Context: an optimization exercise on an open-source flow, tuned for a short achievable clock period and few clock cycles. The choices shown serve that exercise and are no tape-out recipe.
Only simulation tests tie the RTL to the original design; equivalence was not proved.
Power and IR drop assume default switching activity.

File: design/flow/run.sh
#!/bin/bash
# synth_recipe.tcl (not shown) runs the flow's synth.tcl, then flattens the netlist and writes it again
# the make line also repeats each setting of config.mk as NAME=value (left out here)
make -C /OpenROAD-flow-scripts/flow DESIGN_CONFIG=/design/flow/config.mk WORK_HOME=/design/flow/orfs CLKGATE_MAP_FILE= SYNTH_SCRIPT=/design/flow/synth_recipe.tcl finish
File: design/flow/design.v
module procTop #(
   parameter int imemAddrBits = 8
) (
   input  logic                    clk,
   input  logic                    rstN,
   input  logic                    run,
   input  logic                    progWe,
   input  logic [imemAddrBits-1:0] progAddr,
   input  logic [15:0]             progData,
   output logic                    wbCyc,
   output logic                    wbStb,
   output logic                    wbWe,
   output logic [15:0]             wbAdr,
   output logic [15:0]             wbDatO,
   input  logic [15:0]             wbDatI,
   input  logic                    wbAck,
   output logic                    halted,
   output logic                    err
);
   localparam int QD = 4;    
   localparam logic [3:0] OP_HALT = 4'h0;
   localparam logic [3:0] OP_NOP  = 4'h1;
   localparam logic [3:0] OP_ADD  = 4'h2;
   localparam logic [3:0] OP_SUB  = 4'h3;
   localparam logic [3:0] OP_AND  = 4'h4;
   localparam logic [3:0] OP_XOR  = 4'h5;
   localparam logic [3:0] OP_ADDI = 4'h6;
   localparam logic [3:0] OP_LD   = 4'h7;
   localparam logic [3:0] OP_ST   = 4'h8;
   localparam logic [3:0] OP_BEQZ = 4'h9;
   localparam logic [1:0] ALU_ADD = 2'd0;
   localparam logic [1:0] ALU_SUB = 2'd1;
   localparam logic [1:0] ALU_AND = 2'd2;
   localparam logic [1:0] ALU_XOR = 2'd3;
   logic [15:0] imI [0:255];
   logic        pW;
   logic [7:0]  pA;
   logic [15:0] pD;
   logic [7:0]  pT;
   assign pT = progAddr + 8'd1 + {{2{progData[5]}}, progData[5:0]};
   always_ff @(posedge clk) begin
      pW <= progWe;
      pA <= progAddr;
      pD <= (progData[15:12] == 4'h9) ? {progData[15:9], 1'b0, pT} : progData;
   end
   always_ff @(posedge clk) begin
      if (pW) begin
         imI[pA] <= pD;
      end
   end
   logic [7:0]  pc;           
   logic        fdV;
   logic [15:0] fdI;
   logic [7:0]  fdT;           
   logic        stopped;
   logic        xV, xWr, xMem, xSt, xSub;
   logic        xWA, xWB, xWS;         
   logic        xWAn, xWBn;            
   logic [2:0]  xTA, xTB, xTS;         
   logic [1:0]  xOp;
   logic [2:0]  xDest;
   logic [15:0] xA, xB, xS;
   logic [15:0] regs [0:7];
   logic [7:0]  regZ;
   logic [7:0]  busy;                  
   logic [2:0]  tagR [0:7];            
   logic [2:0]  ldCnt;                 
   logic [2:0]  xID;
   logic        ldV;
   logic [2:0]  ldDest;
   logic [15:0] ldData;
   logic        busCyc, busWe, busLd;
   logic        busIdle;               
   logic [15:0] busAdr, busDat;
   logic [2:0]  busDest, busID;
   logic        qWe   [0:QD-1];
   logic        qP    [0:QD-1];        
   logic [2:0]  qTg   [0:QD-1];
   logic [15:0] qAdr  [0:QD-1];
   logic [15:0] qDat  [0:QD-1];
   logic [2:0]  qDest [0:QD-1];
   logic [2:0]  qID   [0:QD-1];
   logic [1:0]  qHead, qTail;
   logic [2:0]  qCnt;
   logic        hp, hpErr;
   logic [3:0]  op;
   logic [2:0]  fA, fB, fC;
   logic [15:0] imm;
   logic        dAlu, dRR, dLd, dSt, dBr, dHalt, dIll, dWr, dMem;
   logic        rdA, rdB, rdC;
   logic        stall, go, taken;
   assign op  = fdI[15:12];
   assign fA  = fdI[11:9];
   assign fdT = fdI[7:0];
   assign fB  = fdI[8:6];
   assign fC  = fdI[5:3];
   assign imm = {{10{fdI[5]}}, fdI[5:0]};
   assign dRR   = (op == OP_ADD) || (op == OP_SUB) || (op == OP_AND) || (op == OP_XOR);
   assign dAlu  = dRR || (op == OP_ADDI);
   assign dLd   = (op == OP_LD);
   assign dSt   = (op == OP_ST);
   assign dBr   = (op == OP_BEQZ);
   assign dIll  = (op >= 4'd10);
   assign dHalt = (op == OP_HALT) || dIll;
   assign dWr   = dAlu || dLd;
   assign dMem  = dLd || dSt;
   assign rdA   = dSt || dBr;
   assign rdB   = dAlu || dMem;
   assign rdC   = dRR;
   logic xWait, ackLd;
   assign ackLd = !busIdle && wbAck && busLd;
   logic ackA, ackB, ackS, ackXA, ackXB, ackXS;
   assign ackA  = ackLd && (busID == tagR[fA]);
   assign ackB  = ackLd && (busID == tagR[fB]);
   assign ackS  = ackLd && (busID == tagR[fC]);
   assign ackXA = ackLd && (busID == xTA);
   assign ackXB = ackLd && (busID == xTB);
   assign ackXS = ackLd && (busID == xTS);
   logic xRdyA, xRdyB;
   logic [15:0] opA, opB;
   assign xRdyA = !xWA || ackXA;
   assign xRdyB = !xWB || ackXB;
   assign xWait = xV && !(xRdyA && xRdyB);
   assign opA   = xWAn ? xA : wbDatI;
   assign opB   = xWBn ? xB : wbDatI;
   assign stall = fdV && (xWait || (dBr && busy[fA]) ||
                          (dMem && ({1'b0, qCnt} + {3'b0, xV && xMem} >= 4'(QD))));
   assign go    = fdV && !stall;
   logic [15:0] xSum, xRes;
   logic        xZero;
   logic        xWrEn;
   assign xSum = opA + (opB ^ {16{xSub}}) + {15'd0, xSub};
   always_comb begin
      case (xOp)
         ALU_AND: xRes = opA & opB;
         ALU_XOR: xRes = opA ^ opB;
         default: xRes = xSum;
      endcase
   end
   always_comb begin
      case (xOp)
         ALU_ADD: xZero = ((opA ^ opB) == {(opA[14:0] | opB[14:0]), 1'b0});
         ALU_AND: xZero = ((opA & opB) == 16'd0);
         default: xZero = (opA == opB);
      endcase
   end
   logic xExec;
   assign xExec = xV && xRdyA && xRdyB;
   assign xWrEn = xExec && xWr;
   logic        fxA, fxB, fxC, flA, flB, flC;
   logic [15:0] vA, vB, vC;
   logic        zA;
   assign fxA = xWrEn && (xDest == fA);
   assign fxB = xWrEn && (xDest == fB);
   assign fxC = xWrEn && (xDest == fC);
   assign flA = ldV && (ldDest == fA);
   assign flB = ldV && (ldDest == fB);
   assign flC = ldV && (ldDest == fC);
   assign vA = fxA ? xRes : flA ? ldData : regs[fA];
   assign vB = fxB ? xRes : flB ? ldData : regs[fB];
   assign vC = fxC ? xRes : flC ? ldData : regs[fC];
   assign zA = fxA ? xZero : flA ? (ldData == 16'd0) : regZ[fA];
   assign taken = go && dBr && zA;
   logic [15:0] p1I, p2I;
   logic [7:0]  pcN, fdTn;
   logic [7:0]  pcNx;
   logic [15:0] fdINx;
   logic        fdVNx, stopNx;
   assign p1I = {imI[~pcN][15:8],  imI[pc][7:0]};
   assign p2I = {imI[~fdTn][15:8], imI[fdT][7:0]};
   always_comb begin
      pcNx   = pc;
      fdINx  = fdI;
      fdVNx  = fdV;
      stopNx = stopped;
      if (stopped) begin
         fdVNx = 1'b0;
      end else if (fdV && stall) begin
      end else if (fdV && dHalt) begin
         stopNx = 1'b1;
         fdVNx  = 1'b0;
      end else if (taken) begin
         fdINx = p2I;
         fdVNx = run && !pW;
         pcNx  = (run && !pW) ? fdT + 8'd1 : fdT;
      end else begin
         fdINx = p1I;
         fdVNx = run && !pW;
         pcNx  = (run && !pW) ? pc + 8'd1 : pc;
      end
   end
   always_ff @(posedge clk) begin
      if (!rstN) begin
         pc      <= '0;
         pcN     <= '1;
         fdV     <= 1'b0;
         fdI     <= '0;
         fdTn    <= '1;
         stopped <= 1'b0;
      end else begin
         pc      <= pcNx;
         pcN     <= ~pcNx;
         fdV     <= fdVNx;
         fdI     <= fdINx;
         fdTn    <= ~fdINx[7:0];
         stopped <= stopNx;
      end
   end
   always_ff @(posedge clk) begin
      if (!rstN) begin
         xV    <= 1'b0;
         xWr   <= 1'b0;
         xMem  <= 1'b0;
         xSt   <= 1'b0;
         xSub  <= 1'b0;
         xOp   <= ALU_ADD;
         xDest <= '0;
         xA    <= '0;
         xB    <= '0;
         xS    <= '0;
         xWA   <= 1'b0;
         xWB   <= 1'b0;
         xWAn  <= 1'b1;
         xWBn  <= 1'b1;
         xWS   <= 1'b0;
         xTA   <= '0;
         xTB   <= '0;
         xTS   <= '0;
      end else if (xWait) begin
         if (xWA && ackXA) begin
            xA  <= wbDatI;
            xWA  <= 1'b0;
            xWAn <= 1'b1;
         end
         if (xWB && ackXB) begin
            xB  <= wbDatI;
            xWB  <= 1'b0;
            xWBn <= 1'b1;
         end
         if (xWS && ackXS) begin
            xS  <= wbDatI;
            xWS <= 1'b0;
         end
      end else begin
         xV    <= go && (dAlu || dMem);
         xWr   <= dAlu;
         xMem  <= dMem;
         xSt   <= dSt;
         xSub  <= (op == OP_SUB);
         xOp   <= (op == OP_SUB) ? ALU_SUB : (op == OP_AND) ? ALU_AND :
                  (op == OP_XOR) ? ALU_XOR : ALU_ADD;
         xDest <= fA;
         xTA   <= tagR[fB];
         xTB   <= tagR[fC];
         xTS   <= tagR[fA];
         xID   <= ldCnt;
         xA    <= (busy[fB] && ackB) ? wbDatI : vB;
         xWA   <= rdB && busy[fB] && !ackB;
         xWAn  <= !(rdB && busy[fB] && !ackB);
         xB    <= dRR ? ((busy[fC] && ackS) ? wbDatI : vC) : imm;
         xWB   <= rdC && busy[fC] && !ackS;
         xWBn  <= !(rdC && busy[fC] && !ackS);
         xS    <= (busy[fA] && ackA) ? wbDatI : vA;
         xWS   <= dSt && busy[fA] && !ackA;
      end
   end
   always_ff @(posedge clk) begin
      if (!rstN) begin
         for (int i = 0; i < 8; i++) regs[i] <= '0;
         regZ <= '1;
      end else begin
         if (ldV) begin
            regs[ldDest] <= ldData;
            regZ[ldDest] <= (ldData == 16'd0);
         end
         if (xWrEn) begin
            regs[xDest] <= xRes;
            regZ[xDest] <= xZero;
         end
      end
   end
   logic xPush, done, busFree, qPop, qPush;
   assign xPush   = xExec && xMem;
   assign done    = !busIdle && wbAck;
   assign busFree = busIdle || done;
   assign qPop    = busFree && (qCnt != 3'd0);
   assign qPush   = xPush && !(busFree && (qCnt == 3'd0));
   always_ff @(posedge clk) begin
      if (!rstN) begin
         busCyc  <= 1'b0;
         busIdle <= 1'b1;
         qHead  <= '0;
         qTail  <= '0;
         qCnt   <= '0;
      end else begin
         if (busFree) begin
            if (qCnt != 3'd0) begin
               busCyc  <= 1'b1;
               busIdle <= 1'b0;
               qHead  <= qHead + 2'd1;
            end else begin
               busCyc  <= xPush;
               busIdle <= !xPush;
            end
         end
         if (qPush) qTail <= qTail + 2'd1;
         qCnt <= qCnt + {2'b0, qPush} - {2'b0, qPop};
      end
   end
   always_ff @(posedge clk) begin
      if (!rstN) begin
         busWe   <= 1'b0;
         busLd   <= 1'b0;
         busAdr  <= '0;
         busDat  <= '0;
         busDest <= '0;
         busID   <= '0;
      end else if (busFree) begin
         if (qCnt != 3'd0) begin
            busWe   <= qWe[qHead];
            busLd   <= !qWe[qHead];
            busAdr  <= qAdr[qHead];
            busDat  <= qP[qHead] ? wbDatI : qDat[qHead];
            busDest <= qDest[qHead];
            busID   <= qID[qHead];
         end else begin
            busWe   <= xSt;
            busLd   <= !xSt;
            busAdr  <= xSum;
            busDat  <= xWS ? wbDatI : xS;
            busDest <= xDest;
            busID   <= xID;
         end
      end
   end
   always_ff @(posedge clk) begin
      for (int i = 0; i < QD; i++) begin
         if (qP[i] && ackLd && busID == qTg[i]) begin
            qDat[i] <= wbDatI;
            qP[i]   <= 1'b0;
         end
      end
      if (qPush) begin
         qWe[qTail]   <= xSt;
         qAdr[qTail]  <= xSum;
         qDat[qTail]  <= xWS ? wbDatI : xS;
         qP[qTail]    <= xWS && !ackXS;
         qTg[qTail]   <= xTS;
         qDest[qTail] <= xDest;
         qID[qTail]   <= xID;
      end
   end
   logic ldLive;
   assign ldLive = ackLd && busy[busDest] && (tagR[busDest] == busID);
   always_ff @(posedge clk) begin
      if (!rstN) begin
         ldV <= 1'b0;
      end else begin
         ldV <= ldLive;
      end
      if (ackLd) begin
         ldData <= wbDatI;
         ldDest <= busDest;
      end
   end
   always_ff @(posedge clk) begin
      if (!rstN) begin
         busy  <= '0;
         ldCnt <= '0;
         for (int i = 0; i < 8; i++) tagR[i] <= '0;
      end else begin
         if (go && dLd) ldCnt <= ldCnt + 3'd1;
         for (int i = 0; i < 8; i++) begin
            if (go && dWr && fA == 3'(i)) begin
               busy[i] <= dLd;
               if (dLd) tagR[i] <= ldCnt;
            end else if (ldLive && busDest == 3'(i)) begin
               busy[i] <= 1'b0;
            end
         end
      end
   end
   assign wbCyc  = busCyc;
   assign wbStb  = busCyc;
   assign wbWe   = busWe;
   assign wbAdr  = busAdr;
   assign wbDatO = busDat;
   logic hAny, hErr, memIdle;
   assign hAny    = hp || (fdV && dHalt);
   assign hErr    = hp ? hpErr : dIll;
   assign memIdle = !(xV && xMem) && (qCnt == 3'd0) && busFree;
   always_ff @(posedge clk) begin
      if (!rstN) begin
         hp     <= 1'b0;
         hpErr  <= 1'b0;
         halted <= 1'b0;
         err    <= 1'b0;
      end else begin
         if (fdV && dHalt && !stopped) begin
            hp    <= 1'b1;
            hpErr <= dIll;
         end
         if (!halted && hAny && memIdle) begin
            halted <= 1'b1;
            err    <= hErr;
         end
      end
   end
endmodule
File: design/flow/constraint.sdc
create_clock -name core_clock -period 6.5 [get_ports {clk}]
set_input_delay 1.3000 -clock core_clock [delete_from_list [all_inputs] [get_ports {clk}]]
set_output_delay 1.3000 -clock core_clock [all_outputs]
set_load 0.01 [all_outputs]
File: design/flow/config.mk
export PLATFORM = sky130hd
export DESIGN_NAME = procTop
export DESIGN_NICKNAME = procTop
export VERILOG_FILES = /design/flow/design.v
export SDC_FILE = /design/flow/constraint.sdc
export NUM_CORES = 4
export LEC_CHECK = 0
export ABC_CLOCK_PERIOD_IN_PS = 1000
export CAP_MARGIN = 20
export CORE_MARGIN = 2
export CORE_UTILIZATION = 55
export PLACE_DENSITY = 0.7
export SETUP_SLACK_MARGIN = 3.3
export SLEW_MARGIN = 20
export TNS_END_PERCENT = 100
==> results of run 1 <==
## worst max-delay path, delay by kind of cell (launching register included)
kind            cells  cell delay (ns)
compound gates      2             0.81
simple gates        2             0.25
buf+inv             3             0.47
flops               1             0.50
mux                 3             1.72
## cell usage after synthesis, drive strengths merged, types with 6 or more instances
master,instances,area (um2)
or3,19,119
mux2i,279,2810
buf,379,1850
nor2b,29,181
o41ai,7,95.1
nand3b,17,140
o211ai,78,586
nand2b,15,93.8
nand2,384,1440
clkbuf,570,2140
a221oi,17,149
o22ai,55,344
nand3,214,1070
mux2,94,1060
nand4,26,178
ha,68,851
xor2,62,543
o21ai,241,1210
nor2,438,1650
a21oi,172,861
mux4,2756,62100
and3,18,113
a21boi,8,60.1
o221ai,32,280
inv,79,297
a211o,6,52.6
xnor2,59,517
a211oi,30,230
edfxtp,4418,133000
a311oi,20,175
o211a,8,80.1
and2,14,87.6
a31oi,23,159
or2,11,68.8
o31ai,11,82.6
o21a,21,158
a22oi,22,165
nor3,64,320
nor4,22,144
dfxtp,241,4820
a21o,18,135
a22o,9,78.8
## power by group
group | internal (W) | switching [W]
Clock | 0.0155 | 0.0120
Sequential | 0.0332 | 0.000619
Combinational | 0.00444 | 0.00535
Total | 0.0532 | 0.0179
## placed cells by master (no fill, tap or decap), types with 28 or more instances in the layout
cell type        instances
buf_6                   86
mux4_2                2756
clkbuf_16              496
xnor2_1                 53
nand2_1                351
nor3_1                  40
buf_12                 160
nand3_1                198
dfxtp_1                177
xor2_1                  54
o21ai_2                 81
ha_1                    45
bufinv_16               45
o21ai_1                 43
dfxtp_4                 47
a21oi_1                146
clkinv_2               108
mux2_2                  62
o22ai_1                 53
inv_1                   60
edfxtp_1              4418
nor2_1                 163
o21ai_0                113
buf_16                  78
clkdlybuf4s50_1         28
buf_4                  461
mux2i_1                241
clkbuf_1                65
nor2_2                 109
o211ai_1                78
nor2_4                 166
clkinv_1               128
dlygate4sd2_1           39
mux2_4                  32
## per-layer routing
metal,up-vias,wire length (um)
met5,-,148
met4,24,47000
met3,1957,90500
met2,9658,334000
met1,68900,244000
li1,49100,-
## stage by stage
stage               utilization (%)  hold slack (ns)  std cells  cell area, um2  total power [W]
floorplan                         -            0.406      11100          222000           0.0399
global placement               57.9            0.463      16000          231000           0.0428
detailed placement             57.9            0.461      16000          231000           0.0430
CTS                            63.4            0.473      17200          253000           0.0708
global route                   63.9            0.511      17300          255000           0.0727
finish                         63.9            0.473      17300          255000           0.0711
## final timing paths
path	to	slack, ns	cells after the start
worst max-delay path	fdI[15]	2.54	10
worst min-delay path	fdV	0.47	1
worst max register to register	fdI[15]	2.54	10
worst min register to register	fdV	0.47	1
## area by class of cell
| cell class | count | area share [%] |
|---|---|---|
| flip-flops and latches | 4659 | 53.9 |
| multi-input cells | 5442 | 32.7 |
| clock buffers | 559 | 4.91 |
| repair buffers | 911 | 4.58 |
| well taps | 5265 | 2.58 |
| clock inverters | 333 | 1.17 |
| inverters | 81 | 0.141 |
| diodes | 15 | 0.0147 |
## registers in the layout, indices dropped and copies added (netlist names), 12 cells and up, named ones only
register and count:
qDest 12, xB 16, tagR 24, qTg 12, regs 128, busDat 16
qDat 64, busAdr 16, imI 4096, pD 16, ldData 16, xA 16
qID 12, xS 16, qAdr 64
## cell families after synthesis
logic type,after synthesis,synth area share (%)
DFF,4659,62.2
muxes,3129,29.9
and+or+nand+nor,1293,2.62
buffers and inverters,1030,1.94
AOI/OAI and AO/OA,823,2.41
xor gates and xnor gates,122,0.490
adders and majority gates,74,0.426
## repair_timing
item / in CTS / in global routing
cloned: 55 / 10
hold buffers: 0 / 0
pin swaps: 113 / 99
resized for setup: 518 / 213
setup buffers: 257 / 80
setup endpoints to repair: 1412 / 522
==> impl_metrics.json, run 1 <==
{
  "wire_per_inst_um": 41.5,
  "via_per_inst": 7.51,
  "synthFlopType": "edfxtp_1",
  "cts.sinks": 4659,
  "drtPass1Iterations": 6,
  "vdd_drop_max_v": 0.000259,
  "postLayoutSetupSlackWorst_ns": 2.54,
  "clk_pin_slew_worst_paths_ns": 0.07,
  "ys_warn_count": 2,
  "worstSetupStartpoint": "fdTn[0]",
  "period_minus_slack_ns": 3.96,
  "hold_viol_final": 0,
  "drt_iter0_drc": 19700,
  "cp_common_cell": "mux4_2",
  "max_freq_mhz": 253,
  "setup_viol": 0,
  "fin_nets": 11700,
  "initial_utilization_pct": 55.3,
  "antenna_found_initial": 29,
  "row_count": 232,
  "drcViolationCount": 0,
  "vias": 130000,
  "power.density_mw_per_mm2": 279,
  "drive_gt1_share_pct": 43.0,
  "maxSlewHeadroom_pct": 16.5,
  "r2r_start": "fdTn[0]",
  "synth_area_mm2": 0.221,
  "grt_util_all_layers_pct": 35.1,
  "core_mm2": 0.399,
  "synthArstFlopShare_pct": 0,
  "grt_use_met3_pct": 8.99,
  "p_leak_nw": 80.9,
  "synth_nets": 11200,
  "start_kind": "register",
  "skew_ns": 0.0548,
  "cts_buffers": 478,
  "grtUsageMet1_pct": 46.7,
  "dpl_worst_slack_ns": 0.770,
  "routed_wl_um": 716000,
  "slew_viol_final": 0,
  "final.setup.tns_ns": 0,
  "grt-ovfl-total": 0,
  "period_share_pct": 60.9,
  "worstPathCellList": "buf_12, buf_12, buf_16, mux4_2, mux4_2, mux4_2, a22oi_2, nand2_1, nand2_1, o221ai_2",
  "clk_latency_ns": 1.04,
  "drtAntennaViolNets": 0,
  "hold_path_class": "reg2reg",
  "end_kind": "register",
  "grt_pass1_vias": 130000,
  "cts_tree": "built",
  "cp_data_required_time_ns": 7.37,
  "path_class": "reg2reg",
  "grt_pass1_wl_um": 997000,
  "multi_input_area_mm2": 0.0834,
  "run_status": "no timing/DRC/antenna violations",
  "critical_path.max_fanout": 7,
  "numPortBuffers": 81,
  "hp-start": "stopped",
  "max-cap-violations": 0,
  "synth.avg_cell_area_um2": 19.8,
  "rsz0062_at_grt": "yes",
  "die_h_um": 638,
  "globalRoute.busiestLayer": "met2",
  "die-width_um": 638,
  "use_met2_pct": 54.0,
  "cts_root_buf": "clkbuf_16",
  "htree_levels": 5,
  "clockBufferDepth": 4,
  "seqCellArea_mm2": 0.138,
  "io_pins": 82,
  "dp_hpwl_um": 419000,
  "arrival_ns": 4.83,
  "tightestPinTransition_ns": 1.25,
  "syn_inst": 11100,
  "synth_cell_types": 94,
  "areaGrowthSynthToFinish_pct": 15.6,
  "max_stage_delay_ns": 0.73,
  "grt_max_degree": 205,
  "synth-seq-cells": 4659,
  "yosysSeqAreaShare_pct": 62.2,
  "die-area_mm2": 0.407,
  "gp_congestion": 0.959,
  "synth_edf_count": 4418,
  "cpMaxStageDelayCell": "a22oi_2",
  "final.fill_count": 26300
}
Testbench counts, summed over its fixed seeds: cycles 21,205.
==> run 2, diff against run 1 <==
--- a/design/flow/design.v
+++ b/design/flow/design.v
@@ -33,19 +33,13 @@
    localparam logic [1:0] ALU_AND = 2'd2;
    localparam logic [1:0] ALU_XOR = 2'd3;
    logic [15:0] imI [0:255];
-   logic        pW;
-   logic [7:0]  pA;
    logic [15:0] pD;
    logic [7:0]  pT;
    assign pT = progAddr + 8'd1 + {{2{progData[5]}}, progData[5:0]};
+   assign pD = (progData[15:12] == 4'h9) ? {progData[15:9], 1'b0, pT} : progData;
    always_ff @(posedge clk) begin
-      pW <= progWe;
-      pA <= progAddr;
-      pD <= (progData[15:12] == 4'h9) ? {progData[15:9], 1'b0, pT} : progData;
-   end
-   always_ff @(posedge clk) begin
-      if (pW) begin
-         imI[pA] <= pD;
+      if (progWe) begin
+         imI[progAddr] <= pD;
       end
    end
    logic [7:0]  pc;           
@@ -123,7 +117,7 @@
    assign xWait = xV && !(xRdyA && xRdyB);
    assign opA   = xWAn ? xA : wbDatI;
    assign opB   = xWBn ? xB : wbDatI;
-   assign stall = fdV && (xWait || (dBr && busy[fA]) ||
+   assign stall = fdV && (xWait || (dBr && busy[fA] && !ackA) ||
                           (dMem && ({1'b0, qCnt} + {3'b0, xV && xMem} >= 4'(QD))));
    assign go    = fdV && !stall;
    logic [15:0] xSum, xRes;
@@ -159,15 +153,16 @@
    assign vA = fxA ? xRes : flA ? ldData : regs[fA];
    assign vB = fxB ? xRes : flB ? ldData : regs[fB];
    assign vC = fxC ? xRes : flC ? ldData : regs[fC];
-   assign zA = fxA ? xZero : flA ? (ldData == 16'd0) : regZ[fA];
+   assign zA = fxA ? xZero : (busy[fA] && ackA) ? (wbDatI == 16'd0) :
+               flA ? (ldData == 16'd0) : regZ[fA];
    assign taken = go && dBr && zA;
    logic [15:0] p1I, p2I;
-   logic [7:0]  pcN, fdTn;
+   logic [7:0]  pcN, fdTn, fdTa, fdTb;
    logic [7:0]  pcNx;
    logic [15:0] fdINx;
    logic        fdVNx, stopNx;
    assign p1I = {imI[~pcN][15:8],  imI[pc][7:0]};
-   assign p2I = {imI[~fdTn][15:8], imI[fdT][7:0]};
+   assign p2I = {imI[~fdTn][15:12], imI[fdTa][11:8], imI[~fdTb][7:4], imI[fdT][3:0]};
    always_comb begin
       pcNx   = pc;
       fdINx  = fdI;
@@ -181,12 +176,12 @@
          fdVNx  = 1'b0;
       end else if (taken) begin
          fdINx = p2I;
-         fdVNx = run && !pW;
-         pcNx  = (run && !pW) ? fdT + 8'd1 : fdT;
+         fdVNx = run;
+         pcNx  = run ? fdT + 8'd1 : fdT;
       end else begin
          fdINx = p1I;
-         fdVNx = run && !pW;
-         pcNx  = (run && !pW) ? pc + 8'd1 : pc;
+         fdVNx = run;
+         pcNx  = run ? pc + 8'd1 : pc;
       end
    end
    always_ff @(posedge clk) begin
@@ -196,6 +191,8 @@
          fdV     <= 1'b0;
          fdI     <= '0;
          fdTn    <= '1;
+         fdTa    <= '1;
+         fdTb    <= '0;
          stopped <= 1'b0;
       end else begin
          pc      <= pcNx;
@@ -203,6 +200,8 @@
          fdV     <= fdVNx;
          fdI     <= fdINx;
          fdTn    <= ~fdINx[7:0];
+         fdTa    <= fdINx[7:0];
+         fdTb    <= ~fdINx[7:0];
          stopped <= stopNx;
       end
    end
--- a/design/flow/config.mk
+++ b/design/flow/config.mk
@@ -6,10 +6,10 @@
 export NUM_CORES = 4
 export LEC_CHECK = 0
 export ABC_CLOCK_PERIOD_IN_PS = 1000
-export CAP_MARGIN = 20
+export CAP_MARGIN = 40
 export CORE_MARGIN = 2
 export CORE_UTILIZATION = 55
 export PLACE_DENSITY = 0.7
 export SETUP_SLACK_MARGIN = 3.3
-export SLEW_MARGIN = 20
+export SLEW_MARGIN = 40
 export TNS_END_PERCENT = 100
==> impl_metrics.json, run 2 <==
{
  "final_common_cell": "edfxtp_1",
  "hold_path_class": "reg2reg",
  "hp-start": "busLd",
  "tightestPinTransition_ns": 1.21,
  "antenna_found_initial": 104,
  "wl_met2_um": 396000,
  "grt_util_all_layers_pct": 46.5,
  "cts_buffers": 476,
  "wire_per_inst_um": 49.2,
  "max-cap-violations": 0,
  "final.setup.tns_ns": 0,
  "core_mm2": 0.403,
  "via_per_inst": 7.94,
  "final.fill_count": 26300,
  "critical_path.max_fanout": 13,
  "die_h_um": 640,
  "yosysSeqAreaShare_pct": 61.8,
  "die-width_um": 640,
  "power.density_mw_per_mm2": 433,
  "path_class": "reg2reg",
  "initial_utilization_pct": 55.2,
  "vdd_drop_max_v": 0.000378,
  "max_freq_mhz": 252,
  "yosysTopAreaCell": "edfxtp_1",
  "synth_area_mm2": 0.222,
  "netlist_top_cells_count": "4418 x edfxtp_1, 2131 x mux4_2, 685 x mux2i_1",
  "holdPathStages": 2,
  "ys_warn_count": 2,
  "numPortBuffers": 81,
  "postLayoutCellArea_mm2": 0.268,
  "regToRegSetupSlack_ns": 2.52,
  "cts.sinks": 4650,
  "clockBufferDepth": 4,
  "grt_max_degree": 170,
  "maxSlewHeadroom_pct": 19.1,
  "setup_viol": 0,
  "postLayoutSetupSlackWorst_ns": 2.52,
  "gp_congestion": 1.06,
  "synth_cell_types": 99,
  "cts-hold-fix-buffers": 0,
  "synthArstFlopShare_pct": 0,
  "ff2ff_path_depth": 12,
  "routed_wl_um": 969000,
  "start_kind": "register",
  "synth_nets": 12800,
  "yosysMostFrequentCell": "edfxtp_1",
  "drcViolationCount": 0,
  "row_count": 233,
  "period_minus_slack_ns": 3.98,
  "synth_edf_count": 4418,
  "top_layer": "met5",
  "placed_area_mm2": 0.235,
  "p_leak_nw": 87.5,
  "arrival_ns": 4.94,
  "grt_pass1_wl_um": 1270000,
  "multi_input_area_mm2": 0.0863,
  "drt_iter0_drc": 30400,
  "io_pins": 82,
  "dpl_worst_slack_ns": 0.597,
  "dp_hpwl_um": 608000,
  "skew_ns": 0.0806,
  "largest_reg_flops": 4096,
  "synthFlopType": "edfxtp_1",
  "final_cell_mix": "4418 x edfxtp_1, 2131 x mux4_2, 978 x buf_4",
  "rsz0062_at_grt": "yes",
  "clk_pin_slew_worst_paths_ns": 0.06,
  "seqCellArea_mm2": 0.138,
  "hold_viol_final": 0,
  "timing.hold.worst_endpoint": "busLd",
  "wl_met3_um": 177000,
  "cp_data_required_time_ns": 7.47,
  "drtAntennaViolNets": 0,
  "cts_root_buf": "clkbuf_16",
  "top_register": "imI",
  "synth-seq-cells": 4650,
  "r2r_start": "fdTb[0]",
  "vias": 156000,
  "wl_met1_um": 307000,
  "cts_tree": "built",
  "run_status": "no timing/DRC/antenna violations",
  "grt-ovfl-total": 0,
  "slew_viol_final": 0,
  "drtPass1Iterations": 9,
  "grt_pass1_vias": 146000,
  "synth_top_area_share_pct": 59.7,
  "fin_nets": 13900,
  "areaGrowthSynthToFinish_pct": 20.5,
  "drive_gt1_share_pct": 40.9,
  "yosys-top-cells-area": "edfxtp_1 60%, mux4_2 22%, mux2i_1 3.1%",
  "period_share_pct": 61.2,
  "syn_inst": 12700,
  "whs_ns": 0.474,
  "end_kind": "register",
  "synth.avg_cell_area_um2": 17.6,
  "die-area_mm2": 0.409,
  "clk_latency_ns": 1.13,
  "htree_levels": 5,
  "largest_registers": "imI: 4096 flops, regs: 128 flops"
}
-- run 2: changes by cell type after synthesis, sizes merged, moves of 48 or more --
cell	change
a221oi	+126
buf	+101
nor2	+122
o221ai	+55
mux2i	+407
mux2	+59
o21ai	+107
o22ai	+87
nand2b	+48
nand3	+108
a21oi	+140
a22oi	+218
mux4	-624
nand2	+120
-- run 2: routing by layer --
layer / GRT usage, % / vias to the layer above
li1: - / 55800
met2: 63.2 / 16400
met1: 57.6 / 80100
met3: 24.3 / 3882
met4: 31.0 / 76
met5: 2.97 / -
-- run 2: kinds of logic (layout without fill, tap and decap cells) --
| group | Yosys count | count (layout) | synth area share, % |
|---|---|---|---|
| flip-flops | 4650 | 4650 | 61.8 |
| multiplexers | 2971 | 2971 | 25.5 |
| AND/OR/NAND/NOR | 1884 | 1885 | 3.96 |
| AO/OA/AOI/OAI | 1809 | 1810 | 5.57 |
| buffers and inverters | 1159 | 2657 | 2.31 |
| XOR/XNOR | 113 | 113 | 0.452 |
| adder cells (fa/ha/maj) | 73 | 73 | 0.421 |
| other | 0 | 119 | 0 |
-- run 2: cell type report --
class / count / area share (%)
Antenna cell: 119 / 0.111
Clock buffer: 567 / 4.63
Clock inverter: 315 / 1.28
Inverter: 86 / 0.139
Multi-Input combinational cell: 6852 / 32.2
Sequential cell: 4650 / 51.3
Tap cell: 5405 / 2.53
Timing Repair Buffer: 1689 / 7.76
-- run 2: stage by stage --
| stage | total power (W) | cells | util, % |
|---|---|---|---|
| 2_1_floorplan | 0.0571 | 12700 | - |
| 3_3_place_gp | 0.0746 | 17900 | 58.1 |
| 3_5_place_dp | 0.0753 | 18000 | 58.4 |
| 4_1_cts | 0.110 | 19400 | 65.4 |
| 5_1_grt | 0.116 | 19600 | 66.5 |
| 6_report | 0.116 | 19700 | 66.5 |
-- run 2: timing repair --
action                      CTS  global route
setup endpoints to repair  4466          1056
resized for setup          1288           477
hold endpoints to repair      0             0
cloned                       91            32
buffers inserted            407           175
pin swaps                   245           229
-- run 2: power breakdown --
group	total (W)	switching (W)	internal (W)
logic	0.0528	0.0319	0.0209
clock network	0.0283	0.0123	0.0159
registers	0.0348	0.00122	0.0336
total	0.116	0.0455	0.0705
-- run 2: worst max-delay path by stage --
stage | startpoint | to | slack, ns
CTS | xWBn | xB[13] | 2.84
floorplan | progAddr[0] | imI[0][6] | 0.83
finish | fdTb[0] | register | 2.52
detailed placement | wbDatI[0] | xA[14] | 0.60
global placement | wbDatI[0] | xA[14] | 0.57
global route | xWBn | regs[0][15] | 2.71
-- run 2: critical path, cell delays in order, from the launching register on --
cell and delay (ns):
dfxtp_4 0.41, buf_12 0.19, buf_12 0.17, buf_12 0.15
buf_16 0.18, mux4_2 0.52, nand2_1 0.08, nand4_1 0.80
nand4_1 0.49, a32oi_4 0.16, nand4_1 0.22, a31oi_4 0.12
or2_2 0.28
Testbench counts of run 2, summed over its fixed seeds: cycles 21,102.
==> run 3, diff against run 2 <==
--- a/design/flow/design.v
+++ b/design/flow/design.v
@@ -117,11 +117,14 @@
    assign xWait = xV && !(xRdyA && xRdyB);
    assign opA   = xWAn ? xA : wbDatI;
    assign opB   = xWBn ? xB : wbDatI;
-   assign stall = fdV && (xWait || (dBr && busy[fA] && !ackA) ||
+   logic brBus;
+   assign brBus = dBr && xV && xWr && (xDest == fA) && (xWA || xWB);
+   assign stall = fdV && (xWait || (dBr && busy[fA]) || brBus ||
                           (dMem && ({1'b0, qCnt} + {3'b0, xV && xMem} >= 4'(QD))));
    assign go    = fdV && !stall;
    logic [15:0] xSum, xRes;
-   logic        xZero;
+   logic        xZero;       
+   logic        xZeroR;      
    logic        xWrEn;
    assign xSum = opA + (opB ^ {16{xSub}}) + {15'd0, xSub};
    always_comb begin
@@ -137,6 +140,11 @@
          ALU_AND: xZero = ((opA & opB) == 16'd0);
          default: xZero = (opA == opB);
       endcase
+      case (xOp)
+         ALU_ADD: xZeroR = ((xA ^ xB) == {(xA[14:0] | xB[14:0]), 1'b0});
+         ALU_AND: xZeroR = ((xA & xB) == 16'd0);
+         default: xZeroR = (xA == xB);
+      endcase
    end
    logic xExec;
    assign xExec = xV && xRdyA && xRdyB;
@@ -153,8 +161,7 @@
    assign vA = fxA ? xRes : flA ? ldData : regs[fA];
    assign vB = fxB ? xRes : flB ? ldData : regs[fB];
    assign vC = fxC ? xRes : flC ? ldData : regs[fC];
-   assign zA = fxA ? xZero : (busy[fA] && ackA) ? (wbDatI == 16'd0) :
-               flA ? (ldData == 16'd0) : regZ[fA];
+   assign zA = fxA ? xZeroR : flA ? (ldData == 16'd0) : regZ[fA];
    assign taken = go && dBr && zA;
    logic [15:0] p1I, p2I;
    logic [7:0]  pcN, fdTn, fdTa, fdTb;
--- a/design/flow/config.mk
+++ b/design/flow/config.mk
@@ -6,10 +6,10 @@
 export NUM_CORES = 4
 export LEC_CHECK = 0
 export ABC_CLOCK_PERIOD_IN_PS = 1000
-export CAP_MARGIN = 40
+export CAP_MARGIN = 20
 export CORE_MARGIN = 2
 export CORE_UTILIZATION = 55
 export PLACE_DENSITY = 0.7
 export SETUP_SLACK_MARGIN = 3.3
-export SLEW_MARGIN = 40
+export SLEW_MARGIN = 20
 export TNS_END_PERCENT = 100
==> impl_metrics.json, run 3 <==
{
  "run_status": "no timing/DRC/antenna violations",
  "yosysMostFrequentCell": "edfxtp_1",
  "yosys-top-cells-area": "edfxtp_1 60%, mux4_2 23%, dfxtp_1 2.1%",
  "drcViolationCount": 0,
  "synthArstFlopShare_pct": 0,
  "die_h_um": 640,
  "end_kind": "register",
  "cts_root_buf": "clkbuf_16",
  "top_register": "imI",
  "drtPass1Iterations": 9,
  "via_per_inst": 7.86,
  "dp_hpwl_um": 569000,
  "max_freq_mhz": 264,
  "grt_util_all_layers_pct": 44.2,
  "synthFlopType": "edfxtp_1",
  "syn_inst": 12300,
  "yosysTopAreaCell": "edfxtp_1",
  "drtAntennaViolNets": 0,
  "arrival_ns": 4.77,
  "period_minus_slack_ns": 3.79,
  "rsz0062_at_grt": "yes",
  "cts_buffers": 469,
  "initial_utilization_pct": 55.2,
  "drt_iter0_drc": 28500,
  "gp_congestion": 1.08,
  "die-area_mm2": 0.409,
  "fin_nets": 13400,
  "final_cell_mix": "4418 x edfxtp_1, 2315 x mux4_2, 924 x buf_4",
  "grt-ovfl-total": 0,
  "row_count": 233,
  "path_class": "reg2reg",
  "die-width_um": 640,
  "ff2ff_path_depth": 10,
  "power.density_mw_per_mm2": 345,
  "cp_data_required_time_ns": 7.49,
  "synth_top_area_share_pct": 59.7,
  "synth_edf_count": 4418,
  "maxSlewHeadroom_pct": 12.1,
  "grt_max_degree": 145,
  "vias": 151000,
  "grt_pass1_wl_um": 1220000,
  "whs_ns": 0.476,
  "drive_gt1_share_pct": 42.1,
  "skew_ns": 0.0584,
  "cpMaxStageDelayCell": "or3b_4",
  "slew_viol_final": 0,
  "hold_viol_final": 0,
  "holdPathStages": 2,
  "synth-seq-cells": 4650,
  "final_common_cell": "edfxtp_1",
  "cts-hold-fix-buffers": 0,
  "areaGrowthSynthToFinish_pct": 18.9,
  "period_share_pct": 58.2,
  "critical_path.max_fanout": 14,
  "cts_tree": "built",
  "core_mm2": 0.403,
  "total_power_w": 0.0912,
  "worstPathCellList": "buf_4, or3b_4, nor3_1, a2111oi_0, nand4b_1, a32o_1, a211oi_1, mux2i_1, mux2i_2, and2_1",
  "wire_per_inst_um": 48.0,
  "ys_warn_count": 2,
  "numPortBuffers": 81,
  "clk_latency_ns": 1.09,
  "synth_nets": 12500,
  "start_kind": "register",
  "tightestPinTransition_ns": 1.31,
  "synth_cell_types": 100,
  "cts.sinks": 4650,
  "max_stage_delay_ns": 0.55,
  "hold_path_class": "reg2reg",
  "io_pins": 82,
  "htree_levels": 5,
  "largest_registers": "imI: 4096 flops, regs: 128 flops",
  "largest_reg_flops": 4096,
  "p_leak_nw": 85.6,
  "vdd_drop_max_v": 0.000327,
  "netlist_top_cells_count": "4418 x edfxtp_1, 2315 x mux4_2, 560 x nor2_1",
  "yosysSeqAreaShare_pct": 61.8,
  "synth.avg_cell_area_um2": 18.1,
  "grt_pass1_vias": 142000,
  "routed_wl_um": 921000,
  "synth_area_mm2": 0.222,
  "clockBufferDepth": 4,
  "max-cap-violations": 0,
  "antenna_found_initial": 80,
  "final.setup.tns_ns": 0,
  "setup_viol": 0,
  "clk_pin_slew_worst_paths_ns": 0.06
}
-- run 3: per-layer routing --
layer	wire [um]	vias up	part of all wire [%]	global-route usage [%]
met5	1640	-	0.18	0.780
met4	78000	59	8.5	29.4
met3	163000	3358	18	20.2
met2	386000	15000	42	61.5
met1	292000	78000	32	55.8
li1	-	54300	-	-
-- run 3: timing repair --
item                                     CTS  global route
buffers inserted                         361           207
pin swaps                                215           199
endpoints found under the setup margin  3883          2116
gates resized for setup                 1143           550
hold endpoints to repair                   0             0
cloned                                    75            26
-- run 3: critical path, delay by kind of cell (launching register included) --
kind                   cells  cell delay [ns]
and+or+nand+nor            4             1.28
buffers and inverters      1             0.49
DFF                        1             0.43
AOI/OAI and AO/OA          3             1.09
muxes                      2             0.40
-- run 3: logic make-up (layout without fill, tap and decap cells) --
logic type	Yosys count	in the layout	synth area share (%)
compound gates	1583	1587	4.91
xor+xnor	131	131	0.529
fa+ha+maj	104	104	0.596
buf+inv	1151	2508	2.29
flops	4650	4650	61.8
mux	2869	2881	26.0
other cells	0	100	0
simple gates	1813	1817	3.84
-- run 3: layout make-up --
class	count	area [um2]
clock buffers	583	12400
flip-flops and latches	4650	138000
repair buffers	1507	17600
fillers	26500	138000
diodes	100	250
well taps	5405	6760
clock inverters	293	2940
multi-input cells	6520	86300
inverters	125	519
-- run 3: per-stage QoR --
step           cell area (um2)  util [%]  setup WS, ns  cells
6_report                264000      65.6          2.71  19200
3_5_place_dp            233000      58.0         0.768  17500
4_1_cts                 259000      64.4          2.90  18800
5_1_grt                 264000      65.6          2.77  19100
2_1_floorplan           222000         -         0.971  12300
3_3_place_gp            233000      58.0         0.753  17500
-- run 3: final timing paths --
path	start	end	slack (ns)
setup / recovery	fdT[3]	fdTb[0]	2.71
hold / removal	xWr	xWr	0.48
setup reg to reg	fdT[3]	fdTb[0]	2.71
hold reg to reg	xWr	xWr	0.48
-- run 3: power breakdown --
part	total (W)	internal, W	leakage (nW)	switching, W
Sequential	0.0342	0.0334	41.9	0.000832
Combinational	0.0294	0.0120	36.2	0.0174
Clock	0.0275	0.0155	7.48	0.0121
Testbench counts of run 3, summed over its fixed seeds: cycles 21,186.

[re-timing with driven ports]
In the flow no input, the clock included, has a driving cell. The finished layouts below were timed again as built, in two steps.
Step 1 (the two cells are an assumption about what drives the block):
set clk [get_ports {clk}]
set_driving_cell -lib_cell sky130_fd_sc_hd__clkbuf_16 $clk
set_driving_cell -lib_cell sky130_fd_sc_hd__buf_2 [delete_from_list [all_inputs] $clk]
Step 2 times the ports against the registers' clock, not the clock port: input delays grow and output delays shrink by t, the midpoint of the rising clock arrivals with the driver on.
Slacks: no drivers / after step 1 / after step 2; pairs: no drivers / after step 1.
| run | shift t [ns] | slack for setup (ns) | worst setup path at the end | slew at the worst register clock pin (ns) |
|---|---|---|---|---|
| run 1 | 1.125 | 2.540 / 2.540 / 1.702 | input to register | 0.07 / 0.07 |
| run 2 | 1.204 | 2.524 / 2.524 / 1.709 | input to register | 0.07 / 0.07 |
| run 3 | 1.171 | 2.714 / 2.714 / 1.920 | input to register | 0.07 / 0.07 |
After both steps every run listed still meets setup and hold. For run 1, which loses most, drivers alone change the setup slack by 0.000 ns; drivers and shift together by -0.838 ns.
